This is an optimization exercise on Yosys and OpenROAD, whose aim is small area, a short achievable clock period and few clock cycles per item, not a production implementation.
No activity file was given, so power comes from the tool's default toggle rates.

== birch ==
==> flow/design.v <==
package spq_pkg;
    localparam int CAPACITY   = 16;
    localparam int DATA_W     = 32;
    localparam logic       REQ_INSERT = 1'b0;
    localparam logic       REQ_REMOVE = 1'b1;
    localparam logic [1:0] STAT_DONE  = 2'd0;
    localparam logic [1:0] STAT_FULL  = 2'd1;
    localparam logic [1:0] STAT_EMPTY = 2'd2;
endpackage
import spq_pkg::*;
module spq_ctrl (
    input  logic i_clk,
    input  logic i_rst_n,
    input  logic i_in_valid,
    output logic o_in_stall,
    input  logic i_out_stall,
    output logic o_out_valid,
    output logic o_a_load,      
    output logic o_a_from_b,    
    output logic o_b_load,      
    output logic o_s2_load,     
    output logic o_s2_valid,    
    output logic o_commit       
);
    logic r_va, r_vb, r_v2, r_ov;
    logic accept, commit, mv2;
    assign commit = r_v2 && (!r_ov || !i_out_stall);
    assign mv2    = r_va && (!r_v2 || commit);
    assign accept = i_in_valid && !r_vb;
    always_ff @(posedge i_clk) begin
        if (!i_rst_n) begin
            r_va <= 1'b0;
            r_vb <= 1'b0;
            r_v2 <= 1'b0;
            r_ov <= 1'b0;
        end else begin
            if (mv2 || !r_va) begin
                r_va <= r_vb || accept;
                r_vb <= 1'b0;
            end else begin
                r_vb <= r_vb || accept;
            end
            if (!r_v2 || commit) begin
                r_v2 <= r_va;
            end
            if (commit) begin
                r_ov <= 1'b1;
            end else if (!i_out_stall) begin
                r_ov <= 1'b0;
            end
        end
    end
    assign o_in_stall  = r_vb;
    assign o_out_valid = r_ov;
    assign o_a_load    = mv2 || !r_va;
    assign o_a_from_b  = r_vb;
    assign o_b_load    = !r_vb;
    assign o_s2_load   = !r_v2 || commit;
    assign o_s2_valid  = r_v2;
    assign o_commit    = commit;
endmodule
import spq_pkg::*;
module spq_datapath (
    input  logic                        i_clk,
    input  logic                        i_rst_n,
    input  logic                        i_req_type,
    input  logic signed [DATA_W-1:0]    i_value,
    input  logic                        i_a_load,
    input  logic                        i_a_from_b,
    input  logic                        i_b_load,
    input  logic                        i_s2_load,
    input  logic                        i_s2_valid,
    input  logic                        i_commit,
    output logic [1:0]                  o_status,
    output logic signed [DATA_W-1:0]    o_removed_value,
    output logic signed [DATA_W-1:0]    o_head_value,
    output logic                        o_head_valid,
    output logic [4:0]                  o_entry_count,
    output logic                        o_is_full,
    output logic                        o_is_empty
);
    logic                     r_ta, r_tb, r_t2;
    logic [DATA_W-1:0]        r_xa, r_xb, r_x2;
    logic [DATA_W-1:0]        r_x2n;     
    logic [CAPACITY-1:0]      r_av2;     
    logic                     r_b2;      
    logic                     r_fwd2;    
    logic [CAPACITY-1:0]      r_pg;      
    logic                     r_pins;    
    logic                     r_prem;    
    logic [DATA_W-1:0]        r_entry [CAPACITY];
    logic [CAPACITY-1:0]      r_val;     
    logic [1:0]               r_status;
    logic signed [DATA_W-1:0] r_removed;
    logic [4:0]               r_count;
    logic                     full, nonempty, ins_ok, rem_ok;
    logic [CAPACITY-1:0]      av;
    logic                     b;
    logic [CAPACITY-1:0]      g;
    logic [CAPACITY-1:0]      n_val;
    function automatic logic ge_s(input logic [DATA_W-1:0] a, input logic [DATA_W-1:0] b);
        logic [DATA_W-1:0] gt, eq;
        logic [DATA_W-1:0] ua, ub;
        ua = {~a[DATA_W-1], a[DATA_W-2:0]};
        ub = {~b[DATA_W-1], b[DATA_W-2:0]};
        gt = ua & ~ub;
        eq = ~(ua ^ ub);
        for (int w = DATA_W / 2; w >= 1; w = w / 2) begin
            for (int j = 0; j < w; j++) begin
                gt[j] = gt[2*j+1] | (eq[2*j+1] & gt[2*j]);
                eq[j] = eq[2*j+1] & eq[2*j];
            end
        end
        ge_s = gt[0] | eq[0];
    endfunction
    function automatic logic [4:0] therm_count(input logic [CAPACITY-1:0] v);
        therm_count[4] = v[15];
        therm_count[3] = v[7] & ~v[15];
        therm_count[2] = (v[3] & ~v[7]) | (v[11] & ~v[15]);
        therm_count[1] = (v[1] & ~v[3]) | (v[5] & ~v[7]) | (v[9] & ~v[11]) | (v[13] & ~v[15]);
        therm_count[0] = (v[0] & ~v[1]) | (v[2] & ~v[3]) | (v[4] & ~v[5]) | (v[6] & ~v[7])
                       | (v[8] & ~v[9]) | (v[10] & ~v[11]) | (v[12] & ~v[13]) | (v[14] & ~v[15]);
    endfunction
    assign full     = r_val[CAPACITY-1];
    assign nonempty = r_val[0];
    assign ins_ok   = i_s2_valid && (r_t2 == REQ_INSERT) && !full;
    assign rem_ok   = i_s2_valid && (r_t2 == REQ_REMOVE) && nonempty;
    always_ff @(posedge i_clk) begin
        if (i_b_load) begin
            r_tb <= i_req_type;
            r_xb <= i_value;
        end
        if (i_a_load) begin
            r_ta <= i_a_from_b ? r_tb : i_req_type;
            r_xa <= i_a_from_b ? r_xb : i_value;
        end
    end
    always_comb begin
        for (int k = 0; k < CAPACITY; k++) begin
            if (k % 2 == 1) begin
                av[k] = r_val[k] && ge_s(~r_xa, r_entry[k]);
            end else begin
                av[k] = r_val[k] && ge_s(r_entry[k], r_xa);
            end
        end
    end
    always_ff @(posedge i_clk) begin
        if (i_s2_load) begin
            r_t2   <= r_ta;
            r_x2   <= r_xa;
            r_x2n  <= ~r_xa;
            r_av2  <= av;
            r_b2   <= ge_s(r_x2, r_xa);
            r_fwd2 <= i_commit;
        end
    end
    always_comb begin
        for (int k = 0; k < CAPACITY; k++) begin
            if (r_fwd2 && r_pins) begin
                if (r_pg[k]) begin
                    g[k] = r_av2[k];
                end else if (k == 0) begin
                    g[k] = r_b2;
                end else if (r_pg[(k == 0) ? 0 : k - 1]) begin
                    g[k] = r_b2;
                end else begin
                    g[k] = r_av2[(k == 0) ? 0 : k - 1];
                end
            end else if (r_fwd2 && r_prem) begin
                g[k] = (k == CAPACITY - 1) ? 1'b0 : r_av2[(k == CAPACITY - 1) ? k : k + 1];
            end else begin
                g[k] = r_av2[k];
            end
        end
    end
    always_comb begin
        n_val = r_val;
        if (ins_ok) begin
            n_val = {r_val[CAPACITY-2:0], 1'b1};
        end else if (rem_ok) begin
            n_val = {1'b0, r_val[CAPACITY-1:1]};
        end
    end
    logic [CAPACITY-1:0] en, s_prev, s_x, s_next;
    always_comb begin
        for (int k = 0; k < CAPACITY; k++) begin
            s_x[k]    = ins_ok && !g[k] && ((k == 0) || g[(k == 0) ? 0 : k - 1]);
            s_prev[k] = ins_ok && !g[k] && (k != 0) && !g[(k == 0) ? 0 : k - 1];
            s_next[k] = rem_ok && (k != CAPACITY - 1);
            en[k]     = i_commit && ((ins_ok && !g[k]) || s_next[k]);
        end
    end
    always_ff @(posedge i_clk) begin
        if (!i_rst_n) begin
            r_entry[0] <= '0;
        end else if (en[0]) begin
            r_entry[0] <= ({DATA_W{s_x[0]}} & r_x2)
                        | ({DATA_W{s_next[0] && r_val[1]}} & ~r_entry[1]);
        end
    end
    logic [DATA_W-1:0] d_entry [CAPACITY];
    assign d_entry[0] = '0;
    for (genvar k = 1; k < CAPACITY; k++) begin : g_row
        logic [DATA_W-1:0] x_pol;
        assign x_pol = (k % 2 == 1) ? r_x2 : r_x2n;
        spq_aoi_row #(.W(DATA_W)) u_row (
            .i_sa (s_prev[k]),
            .i_a  (r_entry[k - 1]),
            .i_sb (s_x[k]),
            .i_b  (x_pol),
            .i_sc (s_next[k]),
            .i_c  (r_entry[(k == CAPACITY - 1) ? k : k + 1]),
            .o_y  (d_entry[k])
        );
    end
    always_ff @(posedge i_clk) begin
        for (int k = 1; k < CAPACITY; k++) begin
            if (en[k]) begin
                r_entry[k] <= d_entry[k];
            end
        end
    end
    always_ff @(posedge i_clk) begin
        if (i_commit) begin
            r_status  <= (r_t2 == REQ_INSERT) ? (full ? STAT_FULL : STAT_DONE)
                                              : (nonempty ? STAT_DONE : STAT_EMPTY);
            r_removed <= (r_t2 == REQ_REMOVE) ? r_entry[0] : '0;
            r_pg      <= g;
            r_pins    <= ins_ok;
            r_prem    <= rem_ok;
        end
    end
    always_ff @(posedge i_clk) begin
        if (!i_rst_n) begin
            r_val   <= '0;
            r_count <= '0;
        end else if (i_commit) begin
            r_val   <= n_val;
            r_count <= therm_count(n_val);
        end
    end
    assign o_status        = r_status;
    assign o_removed_value = r_removed;
    assign o_head_valid    = r_val[0];
    assign o_head_value    = r_entry[0];
    assign o_is_full       = r_val[CAPACITY-1];
    assign o_is_empty      = !r_val[0];
    assign o_entry_count   = r_count;
endmodule
module spq_aoi_row #(
    parameter int W = 32
) (
    input  logic         i_sa,
    input  logic [W-1:0] i_a,
    input  logic         i_sb,
    input  logic [W-1:0] i_b,
    input  logic         i_sc,
    input  logic [W-1:0] i_c,
    output logic [W-1:0] o_y
);
    assign o_y = ~(({W{i_sa}} & i_a) | ({W{i_sb}} & i_b) | ({W{i_sc}} & i_c));
endmodule
import spq_pkg::*;
module sorted_priority_queue_unit (
    input  logic               i_clk,
    input  logic               i_rst_n,
    input  logic               i_in_valid,
    output logic               o_in_stall,
    input  logic               i_req_type,
    input  logic signed [31:0] i_value,
    output logic               o_out_valid,
    input  logic               i_out_stall,
    output logic [1:0]         o_status,
    output logic signed [31:0] o_removed_value,
    output logic signed [31:0] o_head_value,
    output logic               o_head_valid,
    output logic [4:0]         o_entry_count,
    output logic               o_is_full,
    output logic               o_is_empty
);
    logic a_load, a_from_b, b_load, s2_load, s2_valid, commit;
    spq_ctrl u_ctrl (
        .i_clk       (i_clk),
        .i_rst_n     (i_rst_n),
        .i_in_valid  (i_in_valid),
        .o_in_stall  (o_in_stall),
        .i_out_stall (i_out_stall),
        .o_out_valid (o_out_valid),
        .o_a_load    (a_load),
        .o_a_from_b  (a_from_b),
        .o_b_load    (b_load),
        .o_s2_load   (s2_load),
        .o_s2_valid  (s2_valid),
        .o_commit    (commit)
    );
    spq_datapath u_datapath (
        .i_clk           (i_clk),
        .i_rst_n         (i_rst_n),
        .i_req_type      (i_req_type),
        .i_value         (i_value),
        .i_a_load        (a_load),
        .i_a_from_b      (a_from_b),
        .i_b_load        (b_load),
        .i_s2_load       (s2_load),
        .i_s2_valid      (s2_valid),
        .i_commit        (commit),
        .o_status        (o_status),
        .o_removed_value (o_removed_value),
        .o_head_value    (o_head_value),
        .o_head_valid    (o_head_valid),
        .o_entry_count   (o_entry_count),
        .o_is_full       (o_is_full),
        .o_is_empty      (o_is_empty)
    );
endmodule
make LEC_CHECK=0 ABC_CLOCK_PERIOD_IN_PS=2000 CAP_MARGIN=20 CORE_MARGIN=2 CORE_UTILIZATION=40 SETUP_SLACK_MARGIN=2.5 SLEW_MARGIN=20 SYNTH_HIERARCHICAL=1 finish   # period 5.0 ns
run.sh (not shown) runs the stock make flow with config.mk's settings and CLKGATE_MAP_FILE= SYNTH_SCRIPT=/design/flow/synth_recipe.tcl, a recipe that flattens the netlist after the stock synthesis.
birch finished every step from synthesis to the final layout, and the layout passed the timing, DRC and antenna checks.
diff inputs: birch => pine
--- a/flow/design.v
+++ b/flow/design.v
@@ -80,9 +80,9 @@
     output logic                        o_is_empty
 );
     logic                     r_ta, r_tb, r_t2;
     logic [DATA_W-1:0]        r_xa, r_xb, r_x2;
-    logic [DATA_W-1:0]        r_x2n;     
+    logic [DATA_W-1:0]        xan;       
     logic [CAPACITY-1:0]      r_av2;     
     logic                     r_b2;      
     logic                     r_fwd2;    
     logic [CAPACITY-1:0]      r_pg;      
@@ -97,22 +97,29 @@
     logic [CAPACITY-1:0]      av;
     logic                     b;
     logic [CAPACITY-1:0]      g;
     logic [CAPACITY-1:0]      n_val;
-    function automatic logic ge_s(input logic [DATA_W-1:0] a, input logic [DATA_W-1:0] b);
-        logic [DATA_W-1:0] gt, eq;
-        logic [DATA_W-1:0] ua, ub;
-        ua = {~a[DATA_W-1], a[DATA_W-2:0]};
-        ub = {~b[DATA_W-1], b[DATA_W-2:0]};
-        gt = ua & ~ub;
-        eq = ~(ua ^ ub);
-        for (int w = DATA_W / 2; w >= 1; w = w / 2) begin
-            for (int j = 0; j < w; j++) begin
-                gt[j] = gt[2*j+1] | (eq[2*j+1] & gt[2*j]);
-                eq[j] = eq[2*j+1] & eq[2*j];
-            end
+    function automatic logic ge_an(input logic [DATA_W-1:0] a, input logic [DATA_W-1:0] nb);
+        logic [DATA_W-1:0] ua, unb;
+        logic              c;
+        ua  = {~a[DATA_W-1], a[DATA_W-2:0]};
+        unb = {~nb[DATA_W-1], nb[DATA_W-2:0]};
+        c = 1'b1;
+        for (int i = 0; i < DATA_W; i++) begin
+            c = (ua[i] & unb[i]) | (ua[i] & c) | (unb[i] & c);
+        end
+        ge_an = c;
+    endfunction
+    function automatic logic ge_nr(input logic [DATA_W-1:0] r, input logic [DATA_W-1:0] x);
+        logic [DATA_W-1:0] ur, ux;
+        logic              c;
+        ur = {~r[DATA_W-1], r[DATA_W-2:0]};
+        ux = {~x[DATA_W-1], x[DATA_W-2:0]};
+        c = 1'b0;
+        for (int i = 0; i < DATA_W; i++) begin
+            c = (ur[i] & ux[i]) | (ur[i] & c) | (ux[i] & c);
         end
-        ge_s = gt[0] | eq[0];
+        ge_nr = ~c;
     endfunction
     function automatic logic [4:0] therm_count(input logic [CAPACITY-1:0] v);
         therm_count[4] = v[15];
         therm_count[3] = v[7] & ~v[15];
@@ -134,24 +141,24 @@
             r_ta <= i_a_from_b ? r_tb : i_req_type;
             r_xa <= i_a_from_b ? r_xb : i_value;
         end
     end
+    spq_not #(.W(DATA_W)) u_xan (.i_a(r_xa), .o_y(xan));
     always_comb begin
         for (int k = 0; k < CAPACITY; k++) begin
             if (k % 2 == 1) begin
-                av[k] = r_val[k] && ge_s(~r_xa, r_entry[k]);
+                av[k] = r_val[k] && ge_nr(r_entry[k], r_xa);
             end else begin
-                av[k] = r_val[k] && ge_s(r_entry[k], r_xa);
+                av[k] = r_val[k] && ge_an(r_entry[k], xan);
             end
         end
     end
     always_ff @(posedge i_clk) begin
         if (i_s2_load) begin
             r_t2   <= r_ta;
             r_x2   <= r_xa;
-            r_x2n  <= ~r_xa;
             r_av2  <= av;
-            r_b2   <= ge_s(r_x2, r_xa);
+            r_b2   <= ge_an(r_x2, xan);
             r_fwd2 <= i_commit;
         end
     end
     always_comb begin
@@ -199,11 +206,13 @@
         end
     end
     logic [DATA_W-1:0] d_entry [CAPACITY];
     assign d_entry[0] = '0;
+    logic [DATA_W-1:0] x2n;
+    spq_not #(.W(DATA_W)) u_x2n (.i_a(r_x2), .o_y(x2n));
     for (genvar k = 1; k < CAPACITY; k++) begin : g_row
         logic [DATA_W-1:0] x_pol;
-        assign x_pol = (k % 2 == 1) ? r_x2 : r_x2n;
+        assign x_pol = (k % 2 == 1) ? r_x2 : x2n;
         spq_aoi_row #(.W(DATA_W)) u_row (
             .i_sa (s_prev[k]),
             .i_a  (r_entry[k - 1]),
             .i_sb (s_x[k]),
@@ -259,8 +268,16 @@
     output logic [W-1:0] o_y
 );
     assign o_y = ~(({W{i_sa}} & i_a) | ({W{i_sb}} & i_b) | ({W{i_sc}} & i_c));
 endmodule
+module spq_not #(
+    parameter int W = 32
+) (
+    input  logic [W-1:0] i_a,
+    output logic [W-1:0] o_y
+);
+    assign o_y = ~i_a;
+endmodule
 import spq_pkg::*;
 module sorted_priority_queue_unit (
     input  logic               i_clk,
     input  logic               i_rst_n,
==> comparison <==
- Lower total placed instance area among pine and birch: pine
- pine vs. birch: met2 track demand over resource moved up; global-route usage over all layers went up; register area share after synthesis shows an increase of 3.5 points; clock share of power up 1.4 points; portion of the clock cycle consumed by the worst path in the final layout up 3.9 points.
- Measured against each other, pine and birch differ in post-route cell area, the lower figure coming from pine.
No functional check of the RTL was part of any run of this note.

==> afterwards: timing with drivers on the ports <==
Ports are ideal in the flow. The routed layouts listed here were re-timed in OpenROAD.
Step 1 (the two cells are an assumption about what drives the block):
set clk [get_ports {i_clk}]
set_driving_cell -lib_cell sky130_fd_sc_hd__clkbuf_16 $clk
set_driving_cell -lib_cell sky130_fd_sc_hd__buf_2 [delete_from_list [all_inputs] $clk]
Step 2 times the ports against the registers' clock, not the clock port: input delays grow and output delays shrink by t, the midpoint of the rising clock arrivals with the driver on.
Slacks: ideal ports / drivers / drivers and shift; pairs: ideal ports / drivers.
| run | shift t [ns] | slack for setup (ns) | pins driven straight from the clock port |
|---|---|---|---|
| birch | 0.710 | 2.453 / 2.453 / 1.872 | 1 |
| pine | 0.726 | 2.259 / 2.259 / 2.109 | 1 |
After both steps setup and hold are still met in every run listed. The setup slack of birch, which loses most, moves by 0.000 ns with the drivers and by -0.581 ns with both steps.
